Context: an optimization exercise on an open-source flow, tuned for small area. The choices shown serve that exercise and are no tape-out recipe. Only simulation tests tie the RTL to the original design; equivalence was not proved. The flow treats the clock pin as an ideal source, which a real chip does not have. Power and IR drop assume default switching activity.

==> flow/design.v <==
package arm_ctrl_pkg;
  localparam logic [10:0] OP_ADD  = 11'b10001011000;
  localparam logic [10:0] OP_SUB  = 11'b11001011000;
  localparam logic [10:0] OP_AND  = 11'b10001010000;
  localparam logic [10:0] OP_ORR  = 11'b10101010000;
  localparam logic [10:0] OP_LDUR = 11'b11111000010;
  localparam logic [10:0] OP_STUR = 11'b11111000000;
  localparam logic [7:0]  OP_CBZ_PFX = 8'b10110100;
  localparam logic [10:0] OP_EOR  = 11'b11001010000;
  localparam logic [1:0] ALU_OP_MEM    = 2'b00;
  localparam logic [1:0] ALU_OP_BRANCH = 2'b01;
  localparam logic [1:0] ALU_OP_RTYPE  = 2'b10;
  localparam logic [5:0] ALU_CTL_AND   = 6'b000000;
  localparam logic [5:0] ALU_CTL_ORR   = 6'b000001;
  localparam logic [5:0] ALU_CTL_ADD   = 6'b000010;
  localparam logic [5:0] ALU_CTL_SUB   = 6'b000110;
  localparam logic [5:0] ALU_CTL_PASSB = 6'b000111;
endpackage
module arm_mem_bit (
  input  logic clk,
  input  logic d_i,
  input  logic ld_i,
  input  logic hold_i,
  output logic q_o
);
  always_ff @(posedge clk) q_o <= (d_i & ld_i) | (q_o & hold_i);
endmodule
module arm_rd_aoi #(
  parameter int N = 3
) (
  input  logic [N-1:0] d_i,
  input  logic [N-1:0] s_i,
  output logic         y_n_o
);
  assign y_n_o = ~|(d_i & s_i);
endmodule
module arm_rd_ao #(
  parameter int N = 2
) (
  input  logic [N-1:0] d_i,
  input  logic [N-1:0] s_i,
  output logic         y_o
);
  assign y_o = |(d_i & s_i);
endmodule
module arm_data_mem #(
  parameter int MEM_WORDS = 32,
  parameter int ADDR_LSB  = 3
) (
  input  logic        clk,
  input  logic        reset,
  input  logic [63:0] addr_i,
  input  logic [63:0] wdata_i,
  input  logic        we_i,
  input  logic        re_i,
  output logic [63:0] rdata_o
);
  localparam int IDX_W = (MEM_WORDS > 1) ? $clog2(MEM_WORDS) : 1;
  logic [63:0]          mem_q [MEM_WORDS];
  logic [MEM_WORDS-1:0] valid_q;
  logic [IDX_W-1:0]     idx;
  logic [MEM_WORDS-1:0] sel;
  logic [MEM_WORDS-1:0] wsel;
  logic [MEM_WORDS-1:0] hold;
  logic [MEM_WORDS-1:0] rsel;
  assign idx = addr_i[ADDR_LSB +: IDX_W];
  always_comb begin
    for (int i = 0; i < MEM_WORDS; i++) begin
      sel[i]  = (idx == i[IDX_W-1:0]);
      wsel[i] = we_i && sel[i];
      hold[i] = !wsel[i];
      rsel[i] = re_i && !reset && sel[i] && valid_q[i];
    end
  end
  always_ff @(posedge clk or posedge reset) begin
    if (reset) begin
      valid_q <= '0;
    end else begin
      valid_q <= valid_q | wsel;
    end
  end
  for (genvar w = 0; w < MEM_WORDS; w++) begin : gWord
    for (genvar b = 0; b < 64; b++) begin : gBit
      arm_mem_bit uBit (
        .clk   (clk),
        .d_i   (wdata_i[b]),
        .ld_i  (wsel[w]),
        .hold_i(hold[w]),
        .q_o   (mem_q[w][b])
      );
    end
  end
  localparam int NFULL = MEM_WORDS / 3;
  localparam int NREST = MEM_WORDS - 3 * NFULL;
  for (genvar b = 0; b < 64; b++) begin : gRd
    logic [NFULL-1:0] term_n;
    logic             rest;
    for (genvar g = 0; g < NFULL; g++) begin : gGrp
      logic [2:0] col;
      for (genvar i = 0; i < 3; i++) begin : gCol
        assign col[i] = mem_q[3 * g + i][b];
      end
      arm_rd_aoi #(.N(3)) uAoi (
        .d_i  (col),
        .s_i  (rsel[3 * g +: 3]),
        .y_n_o(term_n[g])
      );
    end
    if (NREST > 0) begin : gRest
      logic [NREST-1:0] col;
      for (genvar i = 0; i < NREST; i++) begin : gCol
        assign col[i] = mem_q[3 * NFULL + i][b];
      end
      arm_rd_ao #(.N(NREST)) uAo (
        .d_i(col),
        .s_i(rsel[3 * NFULL +: NREST]),
        .y_o(rest)
      );
    end else begin : gNoRest
      assign rest = 1'b0;
    end
    assign rdata_o[b] = ~&term_n | rest;
  end
endmodule
module arm_ctrl_datamem #(
  parameter int MEM_WORDS = 32,
  parameter int ADDR_LSB  = 3
) (
  input  logic        clk,
  input  logic        reset,
  input  logic [10:0] opcode,
  input  logic [63:0] mem_addr,
  input  logic [63:0] mem_wdata,
  output logic        reg_to_loc,
  output logic        branch,
  output logic        mem_read,
  output logic        mem_to_reg,
  output logic [1:0]  alu_op,
  output logic        mem_write,
  output logic        alu_src,
  output logic        reg_write,
  output logic [5:0]  alu_ctl,
  output logic [63:0] mem_rdata,
  output logic        illegal_op
);
  logic isCbz, isAdd, isSub, isAnd, isOrr, isLdur, isStur, isRtype;
  assign isCbz   = (opcode[10:3] == arm_ctrl_pkg::OP_CBZ_PFX);
  assign isAdd   = (opcode == arm_ctrl_pkg::OP_ADD);
  assign isSub   = (opcode == arm_ctrl_pkg::OP_SUB);
  assign isAnd   = (opcode == arm_ctrl_pkg::OP_AND);
  assign isOrr   = (opcode == arm_ctrl_pkg::OP_ORR);
  assign isLdur  = (opcode == arm_ctrl_pkg::OP_LDUR);
  assign isStur  = (opcode == arm_ctrl_pkg::OP_STUR);
  assign isRtype = isAdd | isSub | isAnd | isOrr;
  assign reg_to_loc = isStur | isCbz;
  assign alu_src    = isLdur | isStur;
  assign mem_to_reg = isLdur;
  assign reg_write  = isRtype | isLdur;
  assign mem_read   = isLdur;
  assign mem_write  = isStur;
  assign branch     = isCbz;
  assign alu_op     = isRtype ? arm_ctrl_pkg::ALU_OP_RTYPE :
                      isCbz   ? arm_ctrl_pkg::ALU_OP_BRANCH : arm_ctrl_pkg::ALU_OP_MEM;
  assign alu_ctl    = isCbz ? arm_ctrl_pkg::ALU_CTL_PASSB :
                      isSub ? arm_ctrl_pkg::ALU_CTL_SUB   :
                      isAnd ? arm_ctrl_pkg::ALU_CTL_AND   :
                      isOrr ? arm_ctrl_pkg::ALU_CTL_ORR   : arm_ctrl_pkg::ALU_CTL_ADD;
  assign illegal_op = ~(isCbz | isRtype | isLdur | isStur);
  arm_data_mem #(
    .MEM_WORDS(MEM_WORDS),
    .ADDR_LSB (ADDR_LSB)
  ) uDataMem (
    .clk    (clk),
    .reset  (reset),
    .addr_i (mem_addr),
    .wdata_i(mem_wdata),
    .we_i   (isStur),
    .re_i   (isLdur),
    .rdata_o(mem_rdata)
  );
endmodule
==> flow/run.sh <==
#!/bin/bash
# synth_recipe.tcl (not shown) runs the flow's synth.tcl, then flattens the netlist and writes it again
# the make line also repeats each setting of config.mk as NAME=value (left out here)
make -C /OpenROAD-flow-scripts/flow DESIGN_CONFIG=/design/flow/config.mk WORK_HOME=/design/flow/orfs CLKGATE_MAP_FILE= SYNTH_SCRIPT=/design/flow/synth_recipe.tcl finish
==> flow/config.mk <==
export PLATFORM = sky130hd
export DESIGN_NAME = arm_ctrl_datamem
export DESIGN_NICKNAME = arm_ctrl_datamem
export VERILOG_FILES = /design/flow/design.v
export SDC_FILE = /design/flow/constraint.sdc
export NUM_CORES = 4
export LEC_CHECK = 0
export CAP_MARGIN = 20
export CORE_MARGIN = 2
export CORE_UTILIZATION = 55
export CTS_BUF_LIST = sky130_fd_sc_hd__clkbuf_16
export CTS_CLUSTER_DIAMETER = 50
export CTS_CLUSTER_SIZE = 25
export SLEW_MARGIN = 20
export SYNTH_HIERARCHICAL = 1
export SYNTH_MINIMUM_KEEP_SIZE = 0
==> flow/constraint.sdc <==
create_clock -name core_clock -period 10.0 [get_ports {clk}]
set_input_delay 2.0000 -clock core_clock [delete_from_list [all_inputs] [get_ports {clk}]]
set_output_delay 2.0000 -clock core_clock [all_outputs]
set_load 0.01 [all_outputs]
==> results of run 1 <==
-- cell usage in the layout (no fill, tap or decap), drive strengths merged, types with 2 or more instances in the layout --
master and n:
a22o 2112, dfxtp 2048, a222oi 640, buf 208, clkbuf 166, clkdlybuf4s50 117, inv 81, nand3 75
nand4b 68, nand4 66, or3 64, clkinv 62, nor2 38, nand2 36, dfrtp 32, o21ai 19
nor3 17, a21o 16, nor4 16, bufinv 12, nand3b 10, clkinvlp 6, nand2b 5, diode 4
nand4bb 4, or2 4, conb 3, and4b 3, and4bb 3, nor2b 3, nor4bb 2, nor4b 2
a21oi 2, or3b 2
-- modules after synthesis, one instance, submodules excluded, a selection --
module | cells | cell area (µm²)
arm_mem_bit | 2 | 28.8
arm_ctrl_datamem | 36 | 229
-- state kept, by name, indices dropped and copies added, names as in the netlist --
register	cells
uDataMem.valid_q	32
uDataMem.gWord.gBit.uBit.q_o	2048
-- logic make-up after synthesis --
| kind of cell | share of synthesized area (%) |
|---|---|
| simple gates | 3.87 |
| flops | 59.8 |
| compound gates | 36.0 |
| other cells | 0.00536 |
| buf+inv | 0.392 |
-- through the flow --
stage | util [%] | setup WS (ns) | cells | total power [mW] | hold WS [ns]
after floorplan | - | 0.774 | 5351 | 8.51 | 0.428
after global placement | 60.2 | 1.29 | 7275 | 8.70 | 0.437
after detailed placement | 60.3 | 1.45 | 7287 | 8.70 | 0.444
after CTS | 64.8 | 1.43 | 7594 | 15.5 | 0.459
after global routing | 64.8 | 1.26 | 7600 | 15.8 | 0.465
final | 64.8 | 1.39 | 7602 | 15.5 | 0.455
-- synth_stat cells (all sizes together), types with 2 or more instances --
master   count  area, µm²
a22o      2112      18500
dfxtp     2048      41000
a222oi     640       6410
nand3       75        375
nand4b      68        623
nand4       66        413
or3         64        400
nor2        38        143
nand2       36        138
dfrtp       32        801
buf         22        150
inv         20       75.1
o21ai       19        106
nor3        17       85.1
a21o        16        120
nor4        16        113
clkbuf      13       48.8
nand3b      10       78.8
nand2b       5       31.3
nand4bb      4       77.6
or2          4       25.0
and4b        3       30.0
and4bb       3       37.5
nor2b        3       18.8
a21oi        2       10.0
nor4b        2       47.6
nor4bb       2       20.0
or3b         2       17.5
-- worst paths after layout --
check | start | cells after the start | end | slack (ns)
max in group asynchronous | reset | 3 | uDataMem.valid_q[30] | 7.97
max | opcode[7] | 11 | mem_rdata[10] | 1.39
max reg2reg | uDataMem.valid_q[30] | 2 | uDataMem.valid_q[30] | 9.27
min | uDataMem.valid_q[15] | 1 | uDataMem.valid_q[15] | 0.45
min in group asynchronous | reset | 3 | uDataMem.valid_q[13] | 1.68
min reg2reg | uDataMem.valid_q[15] | 1 | uDataMem.valid_q[15] | 0.45
-- worst reg2reg max path, delay by kind of cell, from the launching register on --
kind / cells / cell delay [ns]
compound gates: 1 / 0.10
buf+inv: 1 / 0.11
flops: 1 / 0.36
-- area by class of cell --
| type | count | area [µm²] |
|---|---|---|
| Antenna cell | 4 | 10.0 |
| Clock buffer | 166 | 4150 |
| Clock inverter | 141 | 1580 |
| Fill cell | 9571 | 44300 |
| Inverter | 20 | 75.1 |
| Multi-Input combinational cell | 3216 | 28700 |
| Sequential cell | 2080 | 41800 |
| Tap cell | 1650 | 2060 |
| Timing Repair Buffer | 325 | 3240 |
-- report_power, final --
| group | internal [mW] | switching (mW) |
|---|---|---|
| Sequential | 8.28 | 0.00323 |
| Clock | 3.52 | 3.45 |
| Combinational | 0.0384 | 0.180 |
| Total | 11.8 | 3.63 |
-- layer usage --
| metal | vias to the layer above | track usage, % | part of all wire, % |
|---|---|---|---|
| met5 | - | 0 | 0.021 |
| met4 | 6 | 21.8 | 5.8 |
| met3 | 925 | 10.7 | 13 |
| met2 | 4925 | 59.0 | 42 |
| met1 | 30000 | 55.0 | 39 |
| li1 | 24600 | - | - |
==> flow_metrics.py, run 1 <==
metrics = {
    "timing": {
        "fin_skew_ns": 0,
        "rsz0062_at_grt": "no",
        "finalCriticalPeriod_ns": 8.61,
        "slew_violations": 0,
        "worst_slew_pin_slew_ns": 1.31,
        "final_hold_viol_count": 0,
        "timing.fmax_ghz": 0.116,
        "final.period_utilization_pct": 86.1,
        "timing.slew.headroom_pct": 12.8,
        "finalSetupViolCount": 0,
        "finalSetupTns_ns": 0,
    },
    "die": {
        "die_w_um": 361,
        "die_area_um2": 130000,
        "start_util_pct": 55.6,
        "coreArea_um2": 126000,
        "fp.dieH_um": 361,
        "rows": 130,
        "io_pins": 221,
    },
    "placed_design": {
        "place_congestion": 0.823,
        "postPlaceCellArea_um2": 75900,
        "dp_hpwl_um": 142000,
        "io_buffers": 158,
    },
    "synthesis": {
        "avgSynthCellArea_um2": 13.1,
        "ys_warn_count": 9,
        "ys_async_sr_fraction_pct": 1.54,
        "synth-seq-cells": 2080,
        "synth_cell_type_count": 46,
        "syn-instance-count": 5349,
        "syn_area_um2": 69900,
        "synth_ff_type": "dfxtp_1",
        "synth-edff-count": 0,
        "seq_area_frac_synth_pct": 59.8,
    },
    "global_routing": {
        "grt_pass1_wl_um": 396000,
        "overflow": 0,
        "grt_pass1_vias": 57300,
        "gr-usage-all-layers_pct": 40.5,
        "grt_start_max_net_pins": 65,
        "antenna_found_initial": 10,
    },
    "cts": {
        "cts_setup_buffers": 0,
        "cts_hold_buf": 0,
        "cts_tree": "done",
        "clk_latency_ns": 0.83,
        "clk_pin_slew_ns": 0.06,
        "cts_buffer_depth": 3,
        "h-tree-depth": 4,
        "cts_resized": 0,
        "cts_num_sinks": 2080,
        "cts-root-buf": "clkbuf_16",
        "cts_made_buffers": 163,
    },
    "cells_and_area": {
        "nNetsFinal": 5947,
        "area_delta_synth_final_pct": 16.7,
        "final_cell_area_um2": 81600,
        "drive_gt1_share_pct": 10.3,
    },
    "min_path": {
        "min_path_type": "flip-flop to flip-flop",
    },
    "setup_path": {
        "cp.required_ns": 8.00,
        "cpPeakStageDelay_ns": 0.91,
        "start_kind": "input pin",
        "crit_path_frequent_cell": "clkdlybuf4s50_1",
        "critPathCaptureType": "output pin",
        "critPathBufInv": 3,
        "cp_slowest_cell": "nor4_4",
        "crit_type": "input pin to output pin",
        "crit_chain": "clkdlybuf4s50_1 > nor4bb_1 > nand3_1 > nor2_1 > or3b_1 > nor4_4 > buf_12 > a222oi_1 > nand4_1 > or3_1 > clkdlybuf4s50_1",
        "arrival_ns": 6.61,
        "worstPathMaxFanout": 24,
        "crit_family": "simple AND/OR/NAND/NOR gates",
    },
    "route": {
        "first_pass_iters": 10,
        "drt_iter0_drc": 11700,
        "drt-total-wl_um": 277000,
        "avgRoutedWirePerCell_um": 36.4,
        "antenna_left": 0,
        "vias_per_cell": 7.95,
        "num_vias": 60400,
        "drc": 0,
    },
    "outcome": {
        "status": "no timing/DRC/antenna violations",
    },
    "flow_run": {
        "maxCapViolations": 0,
    },
    "power_and_ir_drop": {
        "power_density_nw_per_um2": 190,
        "p_leak_nw": 31.0,
        "vdd_drop_max_mv": 0.186,
    },
}
==> run 2: changes to the inputs <==
==> flow/flow/run.sh (new file) <==
#!/bin/bash
# Standard layout with three changes: ports are buffered with buf_2 instead of the resizer's
# default choice, and clock tree synthesis clusters up to 25 sinks within 50 um per clkbuf_16
# without inserting dummy loads.
set -euo pipefail
bash standard.sh \
  "BUFFER_PORTS_ARGS=-buffer_cell sky130_fd_sc_hd__buf_2" \
  "CTS_ARGS=-sink_clustering_enable -repair_clock_nets -dont_use_dummy_load -sink_clustering_size 25 -sink_clustering_max_diameter 50 -buf_list sky130_fd_sc_hd__clkbuf_16" \
  finish > standard.log 2>&1
==> flow/standard.sh (new file) <==
#!/bin/bash
# synth_recipe.tcl (not shown) runs the flow's synth.tcl, then flattens the netlist and writes it again
# the make line also repeats each setting of config.mk as NAME=value (left out here)
make -C /OpenROAD-flow-scripts/flow DESIGN_CONFIG=/design/flow/config.mk WORK_HOME=/design/flow/orfs CLKGATE_MAP_FILE= SYNTH_SCRIPT=/design/flow/synth_recipe.tcl "${@:-finish}"
--- a/flow/config.mk
+++ b/flow/config.mk
@@ -9,7 +9,4 @@
 export CORE_MARGIN = 2
 export CORE_UTILIZATION = 55
-export CTS_BUF_LIST = sky130_fd_sc_hd__clkbuf_16
-export CTS_CLUSTER_DIAMETER = 50
-export CTS_CLUSTER_SIZE = 25
 export SLEW_MARGIN = 20
 export SYNTH_HIERARCHICAL = 1
removed: flow/run.sh
==> run 2 against run 1 <==
  * Die area unchanged
  * Sequential power about the same
  * Global-route usage grew 2.2 points
  * First-iteration DRC count is 7.6% higher
  * Via count increased by 1.1%
  * Synthesized cell count unchanged
  * Maximum frequency grew 5.3%
  * Largest cell class unchanged
  * Highest routed layer unchanged
==> flow_metrics.py, run 2 <==
metrics = {
    "cells_and_area": {
        "reg_top3": "uDataMem.gWord.gBit.uBit.q_o x2048, uDataMem.valid_q x32",
        "nNetsFinal": 5904,
        "largest_reg_flops": 2048,
        "area_delta_synth_final_pct": 12.3,
        "ff_latch_area_um2": 41800,
        "final_common_cell": "a22o_1",
        "multi_input_area_um2": 28700,
        "drive_gt1_share_pct": 9.77,
        "fillCellCount": 9852,
        "final_cell_mix": "2112 x a22o_1, 2048 x dfxtp_1, 640 x a222oi_1",
        "final_cell_area_um2": 78600,
        "top_register": "uDataMem.gWord.gBit.uBit.q_o",
        "utilization_pct": 62.4,
    },
    "min_path": {
        "whs_path_depth": 1,
        "hold_path_startpoint": "uDataMem.valid_q[19]",
        "min_path_type": "flip-flop to flip-flop",
        "holdPathEnd": "uDataMem.valid_q[19]",
    },
    "route": {
        "antenna_left": 0,
        "drc": 0,
        "first_pass_iters": 10,
        "drt-total-wl_um": 292000,
        "num_vias": 61100,
        "vias_per_cell": 8.24,
        "drt_iter0_drc": 12600,
        "avgRoutedWirePerCell_um": 39.3,
    },
    "global_routing": {
        "grt_pass1_vias": 57600,
        "antenna_found_initial": 13,
        "gr-usage-all-layers_pct": 42.7,
        "grt_start_max_net_pins": 65,
        "grt_pass1_wl_um": 413000,
        "overflow": 0,
    },
    "die": {
        "fp.dieH_um": 361,
        "die_w_um": 361,
        "die_area_um2": 130000,
        "start_util_pct": 55.6,
        "coreArea_um2": 126000,
        "rows": 130,
        "io_pins": 221,
    },
    "synthesis": {
        "syn-instance-count": 5349,
        "synth_compound_area_share_pct": 36.0,
        "ys_top_cells_by_count": "2112 x a22o_1, 2048 x dfxtp_1, 640 x a222oi_1, 75 x nand3_1, 66 x nand4_1",
        "seq_area_frac_synth_pct": 59.8,
        "synthMuxAreaShare_pct": 0,
        "yosys.area.top_type": "dfxtp_1",
        "syn_area_um2": 69900,
        "synth_xor_area_share_pct": 0,
        "synth_ff_type": "dfxtp_1",
        "synth_cell_type_count": 46,
        "synth_top_family_by_area": "compound AO/OA/AOI/OAI gates",
        "ys_async_sr_fraction_pct": 1.54,
        "avgSynthCellArea_um2": 13.1,
        "synthAdderAreaFrac_pct": 0,
        "synth-simple-area-share_pct": 3.87,
        "yosysTopAreaCellShare_pct": 58.6,
        "yosysMostFrequentCell": "a22o_1",
        "synthTopCellsByArea": "dfxtp_1 59%, a22o_1 26%, a222oi_1 9.2%, dfrtp_1 1.1%, nand4b_1 0.81%",
        "synth-edff-count": 0,
        "ys_warn_count": 9,
        "synth-seq-cells": 2080,
    },
    "timing": {
        "finalWorstSetupSlack_ns": 1.82,
        "timing.fmax_ghz": 0.122,
        "worst_slew_pin_slew_ns": 1.31,
        "final_hold_viol_count": 0,
        "rsz0062_at_grt": "no",
        "finalSetupTns_ns": 0,
        "timing.slew.headroom_pct": 12.6,
        "finalSetupViolCount": 0,
        "finalCriticalPeriod_ns": 8.18,
        "fin_skew_ns": 0,
        "slew_violations": 0,
        "final.period_utilization_pct": 81.8,
    },
    "setup_path": {
        "critPathCaptureType": "output pin",
        "r2r_slack_ns": 9.25,
        "cp.required_ns": 8.00,
        "worstPathMaxFanout": 52,
        "crit_chain": "buf_2 > nor4bb_1 > nand3_1 > nor2_1 > nand3b_1 > nor3_2 > buf_4 > a222oi_1 > nand4_1 > or3_1 > buf_2",
        "cpPeakStageDelay_ns": 0.91,
        "cp_slowest_cell": "buf_4",
        "r2r_start": "uDataMem.valid_q[26]",
        "crit_type": "input pin to output pin",
        "crit_family": "simple AND/OR/NAND/NOR gates",
        "critPathBufInv": 3,
        "start_kind": "input pin",
        "crit_path_frequent_cell": "buf_2",
        "rr_endpoint": "uDataMem.valid_q[26]",
        "arrival_ns": 6.18,
        "r2r_cells": 2,
    },
    "power_and_ir_drop": {
        "p_leak_nw": 30.0,
        "power_density_nw_per_um2": 179,
        "swShare_pct": 21.4,
        "switchingPower_mw": 3.01,
        "vdd_drop_max_mv": 0.196,
        "intPower_mw": 11.1,
        "p_comb_share_pct": 1.4,
        "pwr-share-clk_pct": 39.6,
        "p_seq_share_pct": 58.9,
    },
    "cts": {
        "cts_buffer_depth": 3,
        "cts-root-buf": "clkbuf_16",
        "clk_pin_slew_ns": 0.05,
        "clk_latency_ns": 0.78,
        "cts_hold_buf": 0,
        "h-tree-depth": 4,
        "cts_num_sinks": 2080,
        "cts_resized": 0,
        "cts_tree": "done",
        "cts_setup_buffers": 0,
        "cts_made_buffers": 156,
    },
    "placed_design": {
        "io_buffers": 158,
        "dp_hpwl_um": 145000,
        "place_congestion": 0.807,
        "dp_worst_setup_slack_ns": 2.06,
        "postPlaceCellArea_um2": 74600,
    },
    "flow_run": {
        "maxCapViolations": 0,
    },
    "outcome": {
        "status": "no timing/DRC/antenna violations",
    },
}
## run 2: cell counts after synthesis
Identical to the previous run, type by type.
## run 2: worst max path at each step
stage          startpoint       endpoint  slack [ns]  cells after the start
6_report        opcode[3]  mem_rdata[28]        1.82                     11
3_5_place_dp    opcode[5]  mem_rdata[26]        2.06                     11
4_1_cts         opcode[5]  mem_rdata[26]        2.05                     11
5_1_grt         opcode[5]  mem_rdata[28]        1.82                     11
3_3_place_gp    opcode[3]  mem_rdata[26]        2.07                     11
2_1_floorplan   opcode[5]   mem_rdata[0]        0.77                      9
## run 2: layer usage
layer  routed length [µm]  global-route usage [%]
met4                17800                    24.1
met3                40900                    12.8
met1               110000                    56.4
met5                  138                   0.444
met2               123000                    62.3
## run 2: logic make-up (layout without fill, tap and decap cells)
kind of cell	Yosys count	after routing
AO/OA/AOI/OAI	2791	2791
flip-flops	2080	2080
AND/OR/NAND/NOR	422	422
buffers and inverters	55	465
other	1	9
## run 2: area by class of cell
cell class,instances,area share (%)
Antenna cell,6,0.0191
Clock buffer,156,4.97
Inverter,20,0.0956
Multi-Input combinational cell,3216,36.5
Sequential cell,2080,53.2
Tap cell,1650,2.63
Timing Repair Buffer,289,2.58
## run 2: per-stage QoR
step | power, mW | cells | hold slack [ns]
after floorplan | 8.51 | 5351 | 0.428
after global placement | 8.67 | 7251 | 0.438
after detailed placement | 8.68 | 7252 | 0.445
after CTS | 14.1 | 7408 | 0.455
after global routing | 14.4 | 7415 | 0.463
final | 14.1 | 7417 | 0.455
## run 2: Yosys stat by module (local to each module, per instance), excerpt
module            copies in the design  cells inside  area [µm²]  flip-flops and latches
arm_ctrl_datamem                     1            36         229                       0
arm_mem_bit                       2048             2        28.8                       1
## run 2: power by group through the flow
| stage | combinational [mW] | sequential (mW) | clock (mW) |
|---|---|---|---|
| CTS | 0.197 | 8.29 | 5.58 |
| finish | 0.203 | 8.29 | 5.57 |
| global route | 0.215 | 8.29 | 5.88 |
| detailed placement | 0.197 | 8.48 | 0 |
| global placement | 0.194 | 8.48 | 0 |
| floorplan | 0.0297 | 8.48 | 0 |
==> run 3: changes to the inputs <==
==> flow/flow/run.sh (replaced) <==
#!/bin/bash
# Standard layout with these changes: ports are buffered with buf_2 instead of the resizer's
# default choice, and clock tree synthesis uses larger sink clusters per clkbuf_16, without
# dummy loads. If the estimated clock slew at the flip-flops comes out too high, clock tree
# synthesis is redone with smaller clusters.
set -euo pipefail
WORK=$(pwd)
export RESULTS=$WORK/orfs/results/sky130hd/arm_ctrl_datamem/base
PORTS="BUFFER_PORTS_ARGS=-buffer_cell sky130_fd_sc_hd__buf_2"
cts_args() {
  echo "CTS_ARGS=-sink_clustering_enable -repair_clock_nets -dont_use_dummy_load -sink_clustering_size $1 -sink_clustering_max_diameter $2 -buf_list sky130_fd_sc_hd__clkbuf_16"
}
cur="30 80"
bash standard.sh "$PORTS" "$(cts_args $cur)" cts > standard_to_cts.log 2>&1
n=0
for next in "26 70" "20 60" "14 50" ""; do
  openroad -no_init -exit flow/clkslew.tcl > clkslew_$n.log 2>&1
  s=$(grep CLKSLEW clkslew_$n.log | awk '{print $2}')
  if [[ -z "$next" ]] || awk -v s="$s" 'BEGIN{exit !(s <= 0.115)}'; then break; fi
  n=$((n+1))
  cur=$next
  bash standard.sh clean_cts > standard_clean_$n.log 2>&1
  bash standard.sh "$PORTS" "$(cts_args $cur)" cts > standard_cts_$n.log 2>&1
done
bash standard.sh "$PORTS" "$(cts_args $cur)" finish > standard_finish.log 2>&1
==> flow/flow/clkslew.tcl (new file) <==
# Prints the worst estimated clock slew at any flip-flop clock pin after clock tree synthesis.
set res $::env(RESULTS)
read_liberty $::env(FLOW_HOME)/platforms/sky130hd/lib/sky130_fd_sc_hd__tt_025C_1v80.lib
read_db $res/4_1_cts.odb
read_sdc $res/4_cts.sdc
source $::env(FLOW_HOME)/platforms/sky130hd/setRC.tcl
set_propagated_clock [all_clocks]
estimate_parasitics -placement
set worst 0
foreach pin [get_pins -hierarchical */CLK] {
  set s [get_property $pin slew_max]
  if {$s > $worst} { set worst $s }
}
puts "CLKSLEW $worst"
==> run 3 against run 2 <==
  * Combinational power about the same
  * Clock power down 15%
  * Final area decreased by 1.3%
  * Clock-buffer cell count fell by 41
  * Maximum frequency is 0.59% lower
  * Die area did not move
  * Sequential cell count unchanged
  * Sequential share of layout area increased by 0.72 points
  * Critical path depth stayed put
  * Largest cell class unchanged
==> flow_metrics.py, run 3 <==
metrics = {
    "outcome": {
        "status": "no timing/DRC/antenna violations",
    },
    "setup_path": {
        "crit_chain": "buf_2 > nor4bb_1 > nand3_1 > nor2_1 > nand3b_1 > nor3_2 > buf_4 > a222oi_1 > nand4_1 > or3_1 > buf_2",
        "crit_path_frequent_cell": "buf_2",
        "crit_family": "simple AND/OR/NAND/NOR gates",
        "critPathBufInv": 3,
        "start_kind": "input pin",
        "cpPeakStageDelay_ns": 0.92,
        "cp.required_ns": 8.00,
        "worstPathMaxFanout": 52,
        "cp_slowest_cell": "buf_4",
        "crit_type": "input pin to output pin",
        "critPathCaptureType": "output pin",
        "arrival_ns": 6.23,
    },
    "timing": {
        "finalCriticalPeriod_ns": 8.23,
        "finalSetupTns_ns": 0,
        "finalSetupViolCount": 0,
        "rsz0062_at_grt": "no",
        "final_hold_viol_count": 0,
        "timing.fmax_ghz": 0.122,
        "finalWorstSetupSlack_ns": 1.77,
        "final.period_utilization_pct": 82.3,
        "slew_violations": 0,
        "worst_slew_pin_slew_ns": 1.31,
        "fin_hold_ws_ns": 0.455,
        "timing.slew.headroom_pct": 12.5,
        "fin_skew_ns": 0,
    },
    "cells_and_area": {
        "area_delta_synth_final_pct": 10.8,
        "final_cell_area_um2": 77500,
        "layout.cells.non_filler": 7376,
        "reg_top3": "uDataMem.gWord.gBit.uBit.q_o x2048, uDataMem.valid_q x32",
        "utilization_pct": 61.6,
        "fillCellCount": 9947,
        "final_cell_mix": "2112 x a22o_1, 2048 x dfxtp_1, 640 x a222oi_1",
        "top_register": "uDataMem.gWord.gBit.uBit.q_o",
        "final_common_cell": "a22o_1",
        "nNetsFinal": 5862,
        "largest_reg_flops": 2048,
        "drive_gt1_share_pct": 9.11,
    },
    "synthesis": {
        "syn-instance-count": 5349,
        "ys_warn_count": 9,
        "synth-edff-count": 0,
        "seq_area_frac_synth_pct": 59.8,
        "ys_top_cells_by_count": "2112 x a22o_1, 2048 x dfxtp_1, 640 x a222oi_1, 75 x nand3_1, 66 x nand4_1",
        "yosysTopAreaCellShare_pct": 58.6,
        "ys_async_sr_fraction_pct": 1.54,
        "yosysMostFrequentCell": "a22o_1",
        "yosys.area.top_type": "dfxtp_1",
        "synth_cell_type_count": 46,
        "syn_area_um2": 69900,
        "synthTopCellsByArea": "dfxtp_1 59%, a22o_1 26%, a222oi_1 9.2%, dfrtp_1 1.1%, nand4b_1 0.81%",
        "synth_ff_type": "dfxtp_1",
        "synth-seq-cells": 2080,
        "avgSynthCellArea_um2": 13.1,
    },
    "global_routing": {
        "grt_pass1_vias": 57400,
        "grt_pass1_wl_um": 411000,
        "overflow": 0,
        "grt_start_max_net_pins": 65,
        "gr-usage-all-layers_pct": 42.5,
        "antenna_found_initial": 17,
    },
    "power_and_ir_drop": {
        "switchingPower_mw": 2.86,
        "p_leak_nw": 29.5,
        "intPower_mw": 10.3,
        "power.total_mw": 13.2,
        "power_density_nw_per_um2": 170,
        "vdd_drop_max_mv": 0.148,
        "p_comb_share_pct": 1.5,
        "p_seq_share_pct": 62.8,
        "pwr-share-clk_pct": 35.7,
        "swShare_pct": 21.7,
    },
    "placed_design": {
        "dp_hpwl_um": 145000,
        "io_buffers": 158,
        "dp_worst_setup_slack_ns": 2.06,
        "postPlaceCellArea_um2": 74600,
        "place_congestion": 0.807,
        "place_inst": 7252,
    },
    "route": {
        "drt-total-wl_um": 291000,
        "num_vias": 60900,
        "drc": 0,
        "antenna_left": 0,
        "wl_met2_um": 122000,
        "vias_per_cell": 8.26,
        "highest-signal-layer": "met5",
        "avgRoutedWirePerCell_um": 39.4,
        "wl_met3_um": 40400,
        "first_pass_iters": 12,
        "drt_iter0_drc": 12800,
        "wirelength_met1_um": 110000,
    },
    "cts": {
        "cts_setup_buffers": 0,
        "cts_num_sinks": 2080,
        "cts_tree": "done",
        "cts_buffer_depth": 3,
        "clk_pin_slew_ns": 0.05,
        "cts_hold_buf": 0,
        "cts_resized": 0,
        "clk_latency_ns": 0.75,
        "cts_made_buffers": 115,
        "cts-root-buf": "clkbuf_16",
        "h-tree-depth": 3,
    },
    "die": {
        "io_pins": 221,
        "fp.dieH_um": 361,
        "die_area_um2": 130000,
        "coreArea_um2": 126000,
        "rows": 130,
        "die_w_um": 361,
        "start_util_pct": 55.6,
    },
    "min_path": {
        "min_path_type": "flip-flop to flip-flop",
    },
    "flow_run": {
        "maxCapViolations": 0,
    },
}
==> run 3: cell counts after synthesis <==
No cell type changed its count.
==> run 3: cell families after synthesis <==
kind of cell           count (synthesis)  share of synthesized area, %
AOI/OAI and AO/OA                   2791                          36.0
and+or+nand+nor                      422                          3.87
other                                  1                       0.00536
DFF                                 2080                          59.8
buffers and inverters                 55                         0.392
==> run 3: power by group through the flow <==
stage	clock network (mW)	registers [mW]	logic, mW
finish	4.71	8.29	0.203
global route	4.99	8.29	0.215
CTS	4.71	8.29	0.197
detailed placement	0	8.48	0.197
global placement	0	8.48	0.194
floorplan	0	8.48	0.0297
==> run 3: layout make-up <==
cell class              count  area, µm²  share of cell area (%)
flip-flops and latches   2080      41800                    53.9
multi-input cells        3216      28700                    37.0
clock buffers             115       2880                    3.71
well taps                1650       2060                    2.66
repair buffers            288       2000                    2.58
inverters                  20       75.1                  0.0968
diodes                      7       17.5                  0.0226
==> run 3: worst paths after layout <==
path	to	cells past startpoint	start	slack, ns
worst max-delay path	mem_rdata[59]	11	opcode[3]	1.77
worst min-delay path	uDataMem.valid_q[19]	1	uDataMem.valid_q[19]	0.45
worst max register to register	uDataMem.valid_q[26]	2	uDataMem.valid_q[26]	9.25
worst min register to register	uDataMem.valid_q[19]	1	uDataMem.valid_q[19]	0.45
max in group asynchronous	uDataMem.valid_q[16]	3	reset	7.88
min in group asynchronous	uDataMem.valid_q[10]	2	reset	1.37
==> run 3: layer usage <==
layer	GRT usage, %	vias to the layer above
li1	-	24200
met1	56.4	30100
met2	62.2	5402
met3	12.3	1140
met4	23.5	14
met5	0.629	-
==> run 3: modules after synthesis, one instance, submodules excluded, excerpt <==
module | cell area [µm²] | times used | flops+latches
arm_mem_bit | 28.8 | 2048 | 1
arm_ctrl_datamem | 229 | 1 | 0
==> run 4: changes to the inputs <==
--- a/flow/config.mk
+++ b/flow/config.mk
@@ -8,5 +8,5 @@
 export CAP_MARGIN = 20
 export CORE_MARGIN = 2
-export CORE_UTILIZATION = 55
+export CORE_UTILIZATION = 60
 export SLEW_MARGIN = 20
 export SYNTH_HIERARCHICAL = 1
==> run 4 against run 3 <==
  * Maximum frequency rose by 1.3%
  * Largest cell class unchanged
  * Clock skew did not move
  * Global-route usage grew 1.2 points
  * Wire length fell by 5.5%
  * Synthesized cell count unchanged
  * First-iteration DRC count increased by 2.0%
  * Still clean
  * Sequential cell count unchanged
  * Combinational power shrank 4%
  * Critical endpoint is now mem_rdata[9]
  * Synthesized area stayed put
  * Non-clock buffer count increased by 5
  * Final area fell by 1.3%
==> flow_metrics.py, run 4 <==
metrics = {
    "timing": {
        "fin_skew_ns": 0,
        "finalSetupTns_ns": 0,
        "finalSetupViolCount": 0,
        "worst_slew_pin_slew_ns": 1.29,
        "slew_violations": 0,
        "final_hold_viol_count": 0,
        "rsz0062_at_grt": "no",
        "timing.slew.headroom_pct": 14.1,
        "finalCriticalPeriod_ns": 8.12,
        "final.period_utilization_pct": 81.2,
        "timing.fmax_ghz": 0.123,
    },
    "setup_path": {
        "r2r_slack_ns": 9.26,
        "crit_type": "input pin to output pin",
        "critPathCaptureType": "output pin",
        "rr_endpoint": "uDataMem.valid_q[21]",
        "crit_start": "opcode[5]",
        "start_kind": "input pin",
        "critical_path.endpoint": "mem_rdata[9]",
        "worstPathMaxFanout": 64,
        "r2r_start": "uDataMem.valid_q[21]",
        "arrival_ns": 6.12,
        "cp.required_ns": 8.00,
        "r2r_cells": 2,
    },
    "cts": {
        "clk_latency_ns": 0.71,
        "cts_made_buffers": 82,
        "clk_pin_slew_ns": 0.08,
        "cts_buffer_depth": 3,
        "h-tree-depth": 3,
        "cts_num_sinks": 2080,
        "cts-root-buf": "clkbuf_16",
        "cts_tree": "done",
        "cts_hold_buf": 0,
        "cts_resized": 0,
        "cts_setup_buffers": 0,
    },
    "power_and_ir_drop": {
        "vdd_drop_max_mv": 0.152,
        "power.total_mw": 12.5,
        "power_density_nw_per_um2": 163,
        "p_leak_nw": 29.1,
    },
    "die": {
        "rows": 125,
        "fp.dieH_um": 345,
        "die_w_um": 345,
        "die_area_um2": 119000,
        "io_pins": 221,
        "coreArea_um2": 116000,
        "start_util_pct": 60.3,
    },
    "synthesis": {
        "synthTopCellsByArea": "dfxtp_1 59%, a22o_1 26%, a222oi_1 9.2%, dfrtp_1 1.1%, nand4b_1 0.81%",
        "syn_area_um2": 69900,
        "synth_cell_type_count": 46,
        "yosysTopAreaCellShare_pct": 58.6,
        "syn-instance-count": 5349,
        "yosysMostFrequentCell": "a22o_1",
        "synth-edff-count": 0,
        "seq_area_frac_synth_pct": 59.8,
        "ys_warn_count": 9,
        "synth-seq-cells": 2080,
        "yosys.area.top_type": "dfxtp_1",
        "ys_async_sr_fraction_pct": 1.54,
        "ys_top_cells_by_count": "2112 x a22o_1, 2048 x dfxtp_1, 640 x a222oi_1, 75 x nand3_1, 66 x nand4_1",
        "avgSynthCellArea_um2": 13.1,
        "synth_ff_type": "dfxtp_1",
    },
    "route": {
        "wirelength_met1_um": 103000,
        "num_vias": 60500,
        "avgRoutedWirePerCell_um": 38.0,
        "antenna_left": 0,
        "drt_iter0_drc": 13000,
        "first_pass_iters": 11,
        "wl_met3_um": 40900,
        "highest-signal-layer": "met5",
        "drt-total-wl_um": 275000,
        "drc": 0,
        "wl_met2_um": 114000,
        "vias_per_cell": 8.37,
    },
    "global_routing": {
        "grt_pass1_vias": 57100,
        "grt_start_max_net_pins": 65,
        "overflow": 0,
        "gr-usage-all-layers_pct": 43.7,
        "antenna_found_initial": 17,
        "grt_pass1_wl_um": 393000,
    },
    "placed_design": {
        "place_congestion": 0.858,
        "dp_hpwl_um": 138000,
        "io_buffers": 158,
        "place_inst": 7130,
        "postPlaceCellArea_um2": 74400,
    },
    "cells_and_area": {
        "utilization_pct": 66.0,
        "reg_top3": "uDataMem.gWord.gBit.uBit.q_o x2048, uDataMem.valid_q x32",
        "drive_gt1_share_pct": 8.66,
        "largest_reg_flops": 2048,
        "final_cell_area_um2": 76500,
        "top_register": "uDataMem.gWord.gBit.uBit.q_o",
        "final_cell_mix": "2112 x a22o_1, 2048 x dfxtp_1, 640 x a222oi_1",
        "final_common_cell": "a22o_1",
        "area_delta_synth_final_pct": 9.39,
        "layout.cells.non_filler": 7221,
        "nNetsFinal": 5834,
    },
    "outcome": {
        "status": "no timing/DRC/antenna violations",
    },
    "min_path": {
        "min_path_type": "flip-flop to flip-flop",
        "hold_path_startpoint": "uDataMem.valid_q[13]",
    },
    "flow_run": {
        "maxCapViolations": 0,
    },
}
## run 4: final cells by class
class / count / area [µm²]
repair buffers: 293 / 1980
multi-input cells: 3216 / 28700
clock buffers: 82 / 2050
fillers: 8805 / 39400
well taps: 1524 / 1910
flip-flops and latches: 2080 / 41800
inverters: 20 / 75.1
diodes: 6 / 15.0
## run 4: critical path, stage by stage
cell and delay (ns):
buf_2 0.12, nor4b_4 0.42, nand2_2 0.13, nor2_1 0.39, nand3b_1 0.58, nor3_2 0.31, buf_4 0.94, a222oi_1 0.29
nand4_1 0.36, or3_1 0.34, buf_2 0.19
## run 4: worst min path at each step
stage	endpoint	slack, ns	cells after the start
final	uDataMem.valid_q[13]	0.46	1
after global routing	uDataMem.valid_q[15]	0.48	1
after CTS	uDataMem.valid_q[9]	0.46	1
after detailed placement	uDataMem.valid_q[9]	0.44	1
after global placement	uDataMem.valid_q[6]	0.44	1
after floorplan	uDataMem.valid_q[4]	0.43	1
## run 4: logic make-up (layout without fill, tap and decap cells)
| group | Yosys count | after routing | synth area share, % |
|---|---|---|---|
| AOI/OAI and AO/OA | 2791 | 2791 | 36.0 |
| DFF | 2080 | 2080 | 59.8 |
| buffers and inverters | 55 | 395 | 0.392 |
| other | 1 | 9 | 0.00536 |
| and+or+nand+nor | 422 | 422 | 3.87 |
## run 4: modules after synthesis (local to each module, per instance), a selection
module	copies in the design	cells	area (µm²)	flops+latches
arm_ctrl_datamem	1	36	229	0
arm_mem_bit	2048	2	28.8	1
## run 4: stage by stage
step	setup WS [ns]	hold WS (ns)
2_1_floorplan	0.774	0.428
3_3_place_gp	2.05	0.438
3_5_place_dp	2.17	0.445
4_1_cts	2.15	0.462
5_1_grt	1.80	0.477
6_report	1.88	0.460
## run 4: report_power, final
part	internal [mW]	leakage, nW	switching (mW)
Combinational	0.0230	11.2	0.172
Clock	1.49	1.01	2.53
Sequential	8.29	16.8	0.00326
Total	9.80	29.1	2.71
## run 4: layer usage
metal	track usage, %	up-vias
met5	0	-
met2	62.5	5346
li1	-	24200
met3	13.2	1095
met1	58.9	29800
met4	24.4	12
==> run 5: changes to the inputs <==
--- a/flow/flow/run.sh
+++ b/flow/flow/run.sh
@@ -11,11 +11,11 @@
   echo "CTS_ARGS=-sink_clustering_enable -repair_clock_nets -dont_use_dummy_load -sink_clustering_size $1 -sink_clustering_max_diameter $2 -buf_list sky130_fd_sc_hd__clkbuf_16"
 }
-cur="30 80"
+cur="32 90"
 bash standard.sh "$PORTS" "$(cts_args $cur)" cts > standard_to_cts.log 2>&1
 n=0
-for next in "26 70" "20 60" "14 50" ""; do
+for next in "30 80" "28 75" "26 70" "20 60" "14 50" ""; do
   openroad -no_init -exit flow/clkslew.tcl > clkslew_$n.log 2>&1
   s=$(grep CLKSLEW clkslew_$n.log | awk '{print $2}')
-  if [[ -z "$next" ]] || awk -v s="$s" 'BEGIN{exit !(s <= 0.115)}'; then break; fi
+  if [[ -z "$next" ]] || awk -v s="$s" 'BEGIN{exit !(s <= 0.117)}'; then break; fi
   n=$((n+1))
   cur=$next
--- a/flow/config.mk
+++ b/flow/config.mk
@@ -8,5 +8,5 @@
 export CAP_MARGIN = 20
 export CORE_MARGIN = 2
-export CORE_UTILIZATION = 60
+export CORE_UTILIZATION = 55
 export SLEW_MARGIN = 20
 export SYNTH_HIERARCHICAL = 1
==> run 5 against run 4 <==
  * Final area grew 0.47%
  * Cell count is 1.8% higher
  * Critical path type unchanged
  * Core utilization decreased by 5.0 points
  * Clock-buffer cell count grew 5
==> flow_metrics.py, run 5 <==
metrics = {
    "flow_run": {
        "maxCapViolations": 0,
    },
    "cells_and_area": {
        "utilization_pct": 61.1,
        "final_cell_area_um2": 76900,
        "top_register": "uDataMem.gWord.gBit.uBit.q_o",
        "final_cell_mix": "2112 x a22o_1, 2048 x dfxtp_1, 640 x a222oi_1",
        "reg_top3": "uDataMem.gWord.gBit.uBit.q_o x2048, uDataMem.valid_q x32",
        "final_common_cell": "a22o_1",
        "nNetsFinal": 5836,
        "largest_reg_flops": 2048,
        "area_delta_synth_final_pct": 9.91,
        "layout.cells.non_filler": 7352,
        "drive_gt1_share_pct": 8.69,
    },
    "power_and_ir_drop": {
        "p_leak_nw": 29.2,
        "power.total_mw": 12.6,
        "vdd_drop_max_mv": 0.145,
        "power_density_nw_per_um2": 164,
    },
    "placed_design": {
        "dp_worst_setup_slack_ns": 2.06,
        "io_buffers": 158,
        "postPlaceCellArea_um2": 74600,
        "place_congestion": 0.807,
        "dp_hpwl_um": 145000,
        "place_inst": 7252,
    },
    "timing": {
        "worst_slew_pin_slew_ns": 1.22,
        "finalSetupTns_ns": 0,
        "rsz0062_at_grt": "no",
        "timing.slew.headroom_pct": 18.2,
        "finalSetupViolCount": 0,
        "slew_violations": 0,
        "final_hold_viol_count": 0,
        "fin_skew_ns": 0,
        "fin_hold_ws_ns": 0.462,
        "final.period_utilization_pct": 82.1,
        "finalWorstSetupSlack_ns": 1.79,
        "finalCriticalPeriod_ns": 8.21,
        "timing.fmax_ghz": 0.122,
    },
    "min_path": {
        "hold_path_startpoint": "uDataMem.valid_q[14]",
        "holdPathEnd": "uDataMem.valid_q[14]",
        "whs_path_depth": 1,
        "min_path_type": "flip-flop to flip-flop",
    },
    "route": {
        "drt-total-wl_um": 290000,
        "first_pass_iters": 13,
        "antenna_left": 0,
        "num_vias": 60800,
        "drt_iter0_drc": 12300,
        "vias_per_cell": 8.27,
        "avgRoutedWirePerCell_um": 39.5,
        "drc": 0,
    },
    "cts": {
        "cts_tree": "done",
        "h-tree-depth": 3,
        "clk_pin_slew_ns": 0.08,
        "cts_hold_buf": 0,
        "cts_resized": 0,
        "cts-root-buf": "clkbuf_16",
        "cts_made_buffers": 87,
        "clk_latency_ns": 0.74,
        "cts_num_sinks": 2080,
        "cts_setup_buffers": 0,
        "cts_buffer_depth": 3,
    },
    "synthesis": {
        "ys_top_cells_by_count": "2112 x a22o_1, 2048 x dfxtp_1, 640 x a222oi_1, 75 x nand3_1, 66 x nand4_1",
        "synth_ff_type": "dfxtp_1",
        "avgSynthCellArea_um2": 13.1,
        "ys_async_sr_fraction_pct": 1.54,
        "seq_area_frac_synth_pct": 59.8,
        "syn-instance-count": 5349,
        "yosysTopAreaCellShare_pct": 58.6,
        "yosys.area.top_type": "dfxtp_1",
        "synth-edff-count": 0,
        "synthTopCellsByArea": "dfxtp_1 59%, a22o_1 26%, a222oi_1 9.2%, dfrtp_1 1.1%, nand4b_1 0.81%",
        "syn_area_um2": 69900,
        "ys_warn_count": 9,
        "yosysMostFrequentCell": "a22o_1",
        "synth-seq-cells": 2080,
        "synth_cell_type_count": 46,
    },
    "setup_path": {
        "rr_endpoint": "uDataMem.valid_q[26]",
        "r2r_slack_ns": 9.25,
        "r2r_start": "uDataMem.valid_q[26]",
        "crit_type": "input pin to output pin",
        "arrival_ns": 6.21,
        "start_kind": "input pin",
        "r2r_cells": 2,
        "cp.required_ns": 8.00,
        "critPathCaptureType": "output pin",
        "worstPathMaxFanout": 52,
    },
    "die": {
        "io_pins": 221,
        "die_area_um2": 130000,
        "coreArea_um2": 126000,
        "rows": 130,
        "die_w_um": 361,
        "fp.dieH_um": 361,
        "start_util_pct": 55.6,
    },
    "global_routing": {
        "grt_pass1_vias": 57200,
        "gr-usage-all-layers_pct": 42.4,
        "grt_start_max_net_pins": 65,
        "antenna_found_initial": 15,
        "grt_pass1_wl_um": 410000,
        "overflow": 0,
    },
    "outcome": {
        "status": "no timing/DRC/antenna violations",
    },
}
run 5: changes by cell type in the layout (fill, tap and decap cells not counted):
cell       delta
nor2_4        +1
nor2_2        -1
diode_2       +3
buf_16        +2
buf_6         -7
buf_12        +6
buf_4         -4
clkbuf_16     +5
run 5: routing by layer:
layer,track usage (%),wire length [µm]
met1,56.2,110000
met2,61.9,122000
met3,12.4,39900
met4,23.8,18200
met5,0,96
run 5: cell type report:
class | instances | area [µm²]
Antenna cell | 9 | 22.5
Clock buffer | 87 | 2180
Fill cell | 10000 | 49000
Inverter | 20 | 75.1
Multi-Input combinational cell | 3216 | 28700
Sequential cell | 2080 | 41800
Tap cell | 1650 | 2060
Timing Repair Buffer | 290 | 2050
run 5: logic make-up (layout without fill, tap and decap cells):
group | count (synthesis) | after routing | share of synthesized area [%]
other | 1 | 12 | 0.00536
buffers and inverters | 55 | 397 | 0.392
AOI/OAI and AO/OA | 2791 | 2791 | 36.0
DFF | 2080 | 2080 | 59.8
and+or+nand+nor | 422 | 422 | 3.87
run 5: how the worst max path moves through the flow:
stage | slack [ns] | endpoint | from | cells past startpoint
finish | 1.79 | mem_rdata[28] | opcode[3] | 11
global route | 1.79 | mem_rdata[28] | opcode[5] | 11
detailed placement | 2.06 | mem_rdata[26] | opcode[5] | 11
global placement | 2.07 | mem_rdata[26] | opcode[3] | 11
floorplan | 0.77 | mem_rdata[0] | opcode[5] | 9
CTS | 2.05 | mem_rdata[26] | opcode[5] | 11
run 5: worst max-delay path, stage by stage:
cell and delay (ns):
buf_2 0.12, nor4bb_1 0.39, nand3_1 0.16, nor2_1 0.55, nand3b_1 0.65, nor3_2 0.38, buf_4 0.89, a222oi_1 0.28
nand4_1 0.16, or3_1 0.37, buf_2 0.21
run 5: per-module statistics from Yosys (local to each module, per instance), a selection:
| module | cells | flops+latches | times used | area, µm² |
|---|---|---|---|---|
| arm_mem_bit | 2 | 1 | 2048 | 28.8 |
| arm_ctrl_datamem | 36 | 0 | 1 | 229 |
run 5: power by group:
group / leakage, nW / switching [mW] / internal [mW]
registers: 16.8 / 0.00321 / 8.29
logic: 11.3 / 0.180 / 0.0231
clock network: 1.07 / 2.57 / 1.57
total: 29.2 / 2.76 / 9.88
==> run 6: changes to the inputs <==
--- a/flow/config.mk
+++ b/flow/config.mk
@@ -8,5 +8,5 @@
 export CAP_MARGIN = 20
 export CORE_MARGIN = 2
-export CORE_UTILIZATION = 55
+export CORE_UTILIZATION = 65
 export SLEW_MARGIN = 20
 export SYNTH_HIERARCHICAL = 1
==> run 6 against run 5 <==
  * Non-clock buffer count shrank 2
  * Final area shrank 0.67%
  * Worst setup slack improved by 0.14 ns
  * Highest routed layer unchanged
  * Wire length shrank 6.5%
  * Maximum frequency grew 1.7%
  * Synthesized area stayed put
  * Clock power shrank 5.3%
==> flow_metrics.py, run 6 <==
metrics = {
    "synthesis": {
        "synth_ff_type": "dfxtp_1",
        "synthTopCellsByArea": "dfxtp_1 59%, a22o_1 26%, a222oi_1 9.2%, dfrtp_1 1.1%, nand4b_1 0.81%",
        "synth-seq-cells": 2080,
        "avgSynthCellArea_um2": 13.1,
        "yosys.area.top_type": "dfxtp_1",
        "synth_cell_type_count": 46,
        "ys_top_cells_by_count": "2112 x a22o_1, 2048 x dfxtp_1, 640 x a222oi_1, 75 x nand3_1, 66 x nand4_1",
        "yosysMostFrequentCell": "a22o_1",
        "seq_area_frac_synth_pct": 59.8,
        "syn-instance-count": 5349,
        "ys_warn_count": 9,
        "yosysTopAreaCellShare_pct": 58.6,
        "synth-edff-count": 0,
        "ys_async_sr_fraction_pct": 1.54,
        "syn_area_um2": 69900,
    },
    "flow_run": {
        "maxCapViolations": 0,
    },
    "setup_path": {
        "worstPathMaxFanout": 64,
        "r2r_cells": 2,
        "cp_slowest_cell": "buf_4",
        "critPathCaptureType": "output pin",
        "crit_type": "input pin to output pin",
        "cp.depth": 11,
        "critPathBufInv": 3,
        "cpPeakStageDelay_ns": 0.93,
        "start_kind": "input pin",
        "crit_chain": "buf_2 > nor4b_4 > nand2_2 > nor2_1 > or3b_1 > nor3_2 > buf_4 > a222oi_1 > nand4b_1 > or3_1 > buf_2",
        "cp.required_ns": 8.00,
        "crit_path_frequent_cell": "buf_2",
        "arrival_ns": 6.07,
        "crit_family": "simple AND/OR/NAND/NOR gates",
    },
    "power_and_ir_drop": {
        "swShare_pct": 21.4,
        "power_density_nw_per_um2": 162,
        "pwr-share-clk_pct": 31.6,
        "intPower_mw": 9.75,
        "p_comb_share_pct": 1.6,
        "vdd_drop_max_mv": 0.160,
        "power.total_mw": 12.4,
        "switchingPower_mw": 2.66,
        "p_seq_share_pct": 66.8,
        "p_leak_nw": 29.1,
    },
    "cts": {
        "cts_setup_buffers": 0,
        "h-tree-depth": 3,
        "cts_hold_buf": 0,
        "cts_tree": "done",
        "cts_num_sinks": 2080,
        "clk_latency_ns": 0.73,
        "clk_pin_slew_ns": 0.07,
        "cts_made_buffers": 79,
        "cts-root-buf": "clkbuf_16",
        "cts_resized": 0,
        "cts_buffer_depth": 3,
    },
    "die": {
        "coreArea_um2": 107000,
        "fp.dieH_um": 332,
        "start_util_pct": 65.4,
        "die_w_um": 332,
        "die_area_um2": 110000,
        "rows": 120,
        "io_pins": 221,
    },
    "cells_and_area": {
        "nNetsFinal": 5826,
        "largest_reg_flops": 2048,
        "final_cell_mix": "2112 x a22o_1, 2048 x dfxtp_1, 640 x a222oi_1",
        "final_cell_area_um2": 76400,
        "drive_gt1_share_pct": 8.53,
        "final_common_cell": "a22o_1",
        "reg_top3": "uDataMem.gWord.gBit.uBit.q_o x2048, uDataMem.valid_q x32",
        "fillCellCount": 7610,
        "top_register": "uDataMem.gWord.gBit.uBit.q_o",
        "area_delta_synth_final_pct": 9.17,
    },
    "global_routing": {
        "gr-usage-all-layers_pct": 46.8,
        "grt_start_max_net_pins": 65,
        "antenna_found_initial": 11,
        "grt_pass1_wl_um": 391000,
        "grt_pass1_vias": 57900,
        "overflow": 0,
    },
    "timing": {
        "timing.fmax_ghz": 0.124,
        "rsz0062_at_grt": "no",
        "finalWorstSetupSlack_ns": 1.93,
        "fin_hold_ws_ns": 0.465,
        "slew_violations": 0,
        "finalSetupViolCount": 0,
        "final_hold_viol_count": 0,
        "final.period_utilization_pct": 80.7,
        "worst_slew_pin_slew_ns": 1.34,
        "finalCriticalPeriod_ns": 8.07,
        "timing.slew.headroom_pct": 10.5,
        "finalSetupTns_ns": 0,
        "fin_skew_ns": 0,
    },
    "route": {
        "num_vias": 61200,
        "drt-total-wl_um": 271000,
        "antenna_left": 0,
        "vias_per_cell": 8.63,
        "drt_iter0_drc": 14000,
        "avgRoutedWirePerCell_um": 38.3,
        "drc": 0,
        "first_pass_iters": 13,
    },
    "outcome": {
        "status": "no timing/DRC/antenna violations",
    },
    "min_path": {
        "min_path_type": "flip-flop to flip-flop",
        "whs_path_depth": 1,
    },
    "placed_design": {
        "dp_hpwl_um": 133000,
        "dp_worst_setup_slack_ns": 2.15,
        "place_congestion": 0.855,
        "postPlaceCellArea_um2": 74300,
        "io_buffers": 158,
    },
}
==> run 6: power groups by stage <==
stage	clock, mW	sequential, mW	combinational [mW]
6_report	3.92	8.29	0.195
5_1_grt	4.17	8.29	0.207
2_1_floorplan	0	8.48	0.0297
4_1_cts	3.90	8.29	0.189
3_5_place_dp	0	8.48	0.189
3_3_place_gp	0	8.48	0.185
==> run 6: path summary, 6_finish.rpt <==
kind	startpoint	endpoint	slack [ns]
setup reg to reg	uDataMem.valid_q[26]	uDataMem.valid_q[26]	9.25
setup / recovery	opcode[5]	mem_rdata[27]	1.93
max in group asynchronous	reset	uDataMem.valid_q[25]	8.20
min in group asynchronous	reset	uDataMem.valid_q[9]	1.40
hold / removal	uDataMem.valid_q[27]	uDataMem.valid_q[27]	0.46
hold reg to reg	uDataMem.valid_q[27]	uDataMem.valid_q[27]	0.46
==> run 6: per-module statistics from Yosys, one instance, submodules excluded, excerpt <==
module	times used	cells
arm_ctrl_datamem	1	36
arm_mem_bit	2048	2
==> run 6: routing by layer <==
layer	wire [µm]	track usage [%]	up-vias
met4	17300	25.9	6
met5	34	0.130	-
li1	-	-	24100
met1	98600	63.2	29800
met3	45400	16.4	1211
met2	110000	65.5	6018
==> run 6: logic make-up after synthesis <==
| family | Yosys count | synth area share [%] |
|---|---|---|
| AOI/OAI and AO/OA | 2791 | 36.0 |
| buffers and inverters | 55 | 0.392 |
| other | 1 | 0.00536 |
| DFF | 2080 | 59.8 |
| and+or+nand+nor | 422 | 3.87 |
==> run 6: cell type report <==
| class | instances | area (µm²) | area share, % |
|---|---|---|---|
| Tap cell | 1403 | 1760 | 2.30 |
| Clock buffer | 79 | 1980 | 2.59 |
| Antenna cell | 4 | 10.0 | 0.0131 |
| Multi-Input combinational cell | 3216 | 28700 | 37.6 |
| Inverter | 20 | 75.1 | 0.0983 |
| Sequential cell | 2080 | 41800 | 54.7 |
| Timing Repair Buffer | 288 | 2060 | 2.70 |
==> run 6: stage by stage <==
stage / utilization, % / std cells
4_1_cts: 71.3 / 7082
5_1_grt: 71.4 / 7087
3_3_place_gp: 69.4 / 7002
2_1_floorplan: - / 5351
3_5_place_dp: 69.5 / 7003
6_report: 71.4 / 7090
==> run 7: changes to the inputs <==
--- a/flow/config.mk
+++ b/flow/config.mk
@@ -8,5 +8,5 @@
 export CAP_MARGIN = 20
 export CORE_MARGIN = 2
-export CORE_UTILIZATION = 65
+export CORE_UTILIZATION = 63
 export SLEW_MARGIN = 20
 export SYNTH_HIERARCHICAL = 1
==> run 7 against run 6 <==
  * First-iteration DRC count down 5.8%
  * Core utilization down 2.2 points
  * Global-route usage down 1.5 points
  * Die area up 3.1%
  * Cell count up 1.1%
  * Wire length down 0.84%
==> flow_metrics.py, run 7 <==
metrics = {
    "placed_design": {
        "io_buffers": 158,
        "place_inst": 7081,
        "place_congestion": 0.839,
        "dp_hpwl_um": 133000,
    },
    "cells_and_area": {
        "final_cell_mix": "2112 x a22o_1, 2048 x dfxtp_1, 640 x a222oi_1",
        "utilization_pct": 69.2,
        "reg_top3": "uDataMem.gWord.gBit.uBit.q_o x2048, uDataMem.valid_q x32",
        "nNetsFinal": 5820,
        "layout.cells.non_filler": 7171,
        "drive_gt1_share_pct": 8.44,
        "fillCellCount": 8067,
        "area_delta_synth_final_pct": 9.20,
        "final_common_cell": "a22o_1",
        "top_register": "uDataMem.gWord.gBit.uBit.q_o",
        "largest_reg_flops": 2048,
    },
    "route": {
        "drt-total-wl_um": 269000,
        "avgRoutedWirePerCell_um": 37.5,
        "drc": 0,
        "wirelength_met1_um": 98800,
        "first_pass_iters": 13,
        "vias_per_cell": 8.45,
        "wl_met2_um": 111000,
        "drt_iter0_drc": 13200,
        "highest-signal-layer": "met5",
        "antenna_left": 0,
        "num_vias": 60600,
        "wl_met3_um": 41300,
    },
    "timing": {
        "worst_slew_pin_slew_ns": 1.32,
        "timing.fmax_ghz": 0.124,
        "slew_violations": 0,
        "fin_hold_ws_ns": 0.464,
        "final_hold_viol_count": 0,
        "final.period_utilization_pct": 80.8,
        "finalSetupTns_ns": 0,
        "fin_skew_ns": 0,
        "finalCriticalPeriod_ns": 8.08,
        "timing.slew.headroom_pct": 12.1,
        "rsz0062_at_grt": "no",
        "finalSetupViolCount": 0,
    },
    "power_and_ir_drop": {
        "p_leak_nw": 29.0,
        "p_seq_share_pct": 66.4,
        "vdd_drop_max_mv": 0.180,
        "swShare_pct": 21.6,
        "intPower_mw": 9.78,
        "pwr-share-clk_pct": 32.0,
        "power_density_nw_per_um2": 163,
        "p_comb_share_pct": 1.6,
        "switchingPower_mw": 2.70,
    },
    "synthesis": {
        "ys_top_cells_by_count": "2112 x a22o_1, 2048 x dfxtp_1, 640 x a222oi_1, 75 x nand3_1, 66 x nand4_1",
        "yosys.area.top_type": "dfxtp_1",
        "yosysMostFrequentCell": "a22o_1",
        "synth-seq-cells": 2080,
        "syn-instance-count": 5349,
        "yosysTopAreaCellShare_pct": 58.6,
        "avgSynthCellArea_um2": 13.1,
        "synth-edff-count": 0,
        "ys_async_sr_fraction_pct": 1.54,
        "ys_warn_count": 9,
        "syn_area_um2": 69900,
        "synthTopCellsByArea": "dfxtp_1 59%, a22o_1 26%, a222oi_1 9.2%, dfrtp_1 1.1%, nand4b_1 0.81%",
        "synth_cell_type_count": 46,
        "synth_ff_type": "dfxtp_1",
        "seq_area_frac_synth_pct": 59.8,
    },
    "cts": {
        "cts_buffer_depth": 3,
        "cts_made_buffers": 81,
        "cts_resized": 0,
        "cts_hold_buf": 0,
        "clk_latency_ns": 0.70,
        "cts-root-buf": "clkbuf_16",
        "cts_tree": "done",
        "clk_pin_slew_ns": 0.07,
        "cts_setup_buffers": 0,
        "h-tree-depth": 3,
        "cts_num_sinks": 2080,
    },
    "global_routing": {
        "grt_pass1_wl_um": 385000,
        "overflow": 0,
        "gr-usage-all-layers_pct": 45.3,
        "grt_start_max_net_pins": 65,
        "antenna_found_initial": 8,
        "grt_pass1_vias": 56900,
    },
    "setup_path": {
        "cp.required_ns": 8.00,
        "r2r_start": "uDataMem.valid_q[1]",
        "crit_start": "opcode[5]",
        "critPathCaptureType": "output pin",
        "arrival_ns": 6.08,
        "critical_path.endpoint": "mem_rdata[53]",
        "rr_endpoint": "uDataMem.valid_q[1]",
        "start_kind": "input pin",
        "r2r_cells": 2,
        "r2r_slack_ns": 9.26,
        "crit_type": "input pin to output pin",
        "worstPathMaxFanout": 64,
    },
    "die": {
        "coreArea_um2": 110000,
        "io_pins": 221,
        "fp.dieH_um": 337,
        "die_w_um": 337,
        "start_util_pct": 63.4,
        "die_area_um2": 114000,
        "rows": 122,
    },
    "min_path": {
        "min_path_type": "flip-flop to flip-flop",
    },
    "flow_run": {
        "maxCapViolations": 0,
    },
    "outcome": {
        "status": "no timing/DRC/antenna violations",
    },
}
## run 7: cell counts after synthesis
No cell type changed its count.
## run 7: logic make-up after synthesis
group,after synthesis,synth area share (%)
other,1,0.00536
AND/OR/NAND/NOR,422,3.87
flip-flops,2080,59.8
AO/OA/AOI/OAI,2791,36.0
buffers and inverters,55,0.392
## run 7: stage by stage
| step | worst slack, ns | power (mW) | area, µm² |
|---|---|---|---|
| after global placement | 2.15 | 8.67 | 74300 |
| after floorplan | 0.774 | 8.51 | 70000 |
| final | 1.92 | 12.5 | 76400 |
| after detailed placement | 2.14 | 8.67 | 74300 |
| after global routing | 1.79 | 12.8 | 76400 |
| after CTS | 2.13 | 12.5 | 76300 |
## run 7: final cells by class
cell class / count / area, µm² / area share (%)
timing repair buffer: 280 / 1910 / 2.50
sequential: 2080 / 41800 / 54.7
multi-input combinational: 3216 / 28700 / 37.6
inverter: 20 / 75.1 / 0.0983
tap: 1488 / 1860 / 2.44
clock buffer: 81 / 2030 / 2.65
antenna: 6 / 15.0 / 0.0197
## run 7: worst min-delay path by stage
| stage | start | end | slack, ns | cells after the start |
|---|---|---|---|---|
| 6_report | uDataMem.valid_q[31] | uDataMem.valid_q[31] | 0.46 | 1 |
| 3_5_place_dp | uDataMem.valid_q[19] | uDataMem.valid_q[19] | 0.44 | 1 |
| 3_3_place_gp | uDataMem.valid_q[7] | uDataMem.valid_q[7] | 0.44 | 1 |
| 5_1_grt | uDataMem.valid_q[31] | uDataMem.valid_q[31] | 0.48 | 1 |
| 2_1_floorplan | uDataMem.valid_q[4] | uDataMem.valid_q[4] | 0.43 | 1 |
| 4_1_cts | uDataMem.valid_q[31] | uDataMem.valid_q[31] | 0.46 | 1 |
## run 7: layer usage
| layer | up-vias | global-route usage (%) |
|---|---|---|
| met3 | 1152 | 15.1 |
| li1 | 24100 | - |
| met5 | - | 0.255 |
| met1 | 29700 | 60.0 |
| met4 | 6 | 26.0 |
| met2 | 5595 | 64.6 |
## run 7: critical path, stage by stage
cell and delay, ns:
buf_2 0.13, nor4b_4 0.40, nand2_2 0.12, nor2_1 0.41, or3b_1 0.67, nor3_2 0.26, buf_4 0.93, a222oi_1 0.29
nand4b_1 0.21, or3_1 0.34, buf_2 0.20
## run 7: power by group through the flow
stage / Sequential (mW) / Clock [mW] / Combinational, mW
floorplan: 8.48 / 0 / 0.0297
global placement: 8.48 / 0 / 0.188
detailed placement: 8.48 / 0 / 0.191
CTS: 8.29 / 3.97 / 0.191
global route: 8.29 / 4.25 / 0.210
finish: 8.29 / 3.99 / 0.198
## run 7: Yosys stat by module, one instance, submodules excluded, a selection
module | flip-flops and latches | cells | times used
arm_ctrl_datamem | 0 | 36 | 1
arm_mem_bit | 1 | 2 | 2048

==> re-timing with driven ports <==
How much do the figures lean on ideal ports? The routed layouts below were timed once more, with nothing changed but the port constraints.
Step 1, drivers: a clkbuf_16 drives clk and a buf_2 each remaining input, both assumed.
Step 2, shift: input delay + t, output delay - t, t = (earliest + latest rising clock arrival at the registers) / 2. This alone moves slack from input paths to output paths.
a / b / c = no drivers / after step 1 / after step 2; a / b = the first two.
| run | shift t [ns] | setup WS [ns] | clock arrival spread, ns | cell pins on the clock port's net |
|---|---|---|---|---|
| run 1 | 0.901 | 1.386 / 1.355 / 1.355 | 0.042 / 0.041 | 1 |
| run 2 | 0.866 | 1.823 / 1.803 / 1.803 | 0.070 / 0.070 | 1 |
| run 3 | 0.857 | 1.775 / 1.754 / 1.754 | 0.083 / 0.083 | 1 |
| run 4 | 0.793 | 1.880 / 1.860 / 1.860 | 0.047 / 0.047 | 1 |
| run 5 | 0.806 | 1.793 / 1.772 / 1.772 | 0.072 / 0.072 | 1 |
| run 6 | 0.783 | 1.934 / 1.913 / 1.913 | 0.077 / 0.077 | 1 |
| run 7 | 0.798 | 1.919 / 1.901 / 1.901 | 0.073 / 0.073 | 1 |
After both steps every run listed still meets setup and hold. For run 1, which loses most, drivers alone change the setup slack by -0.031 ns; drivers and shift together by -0.031 ns.
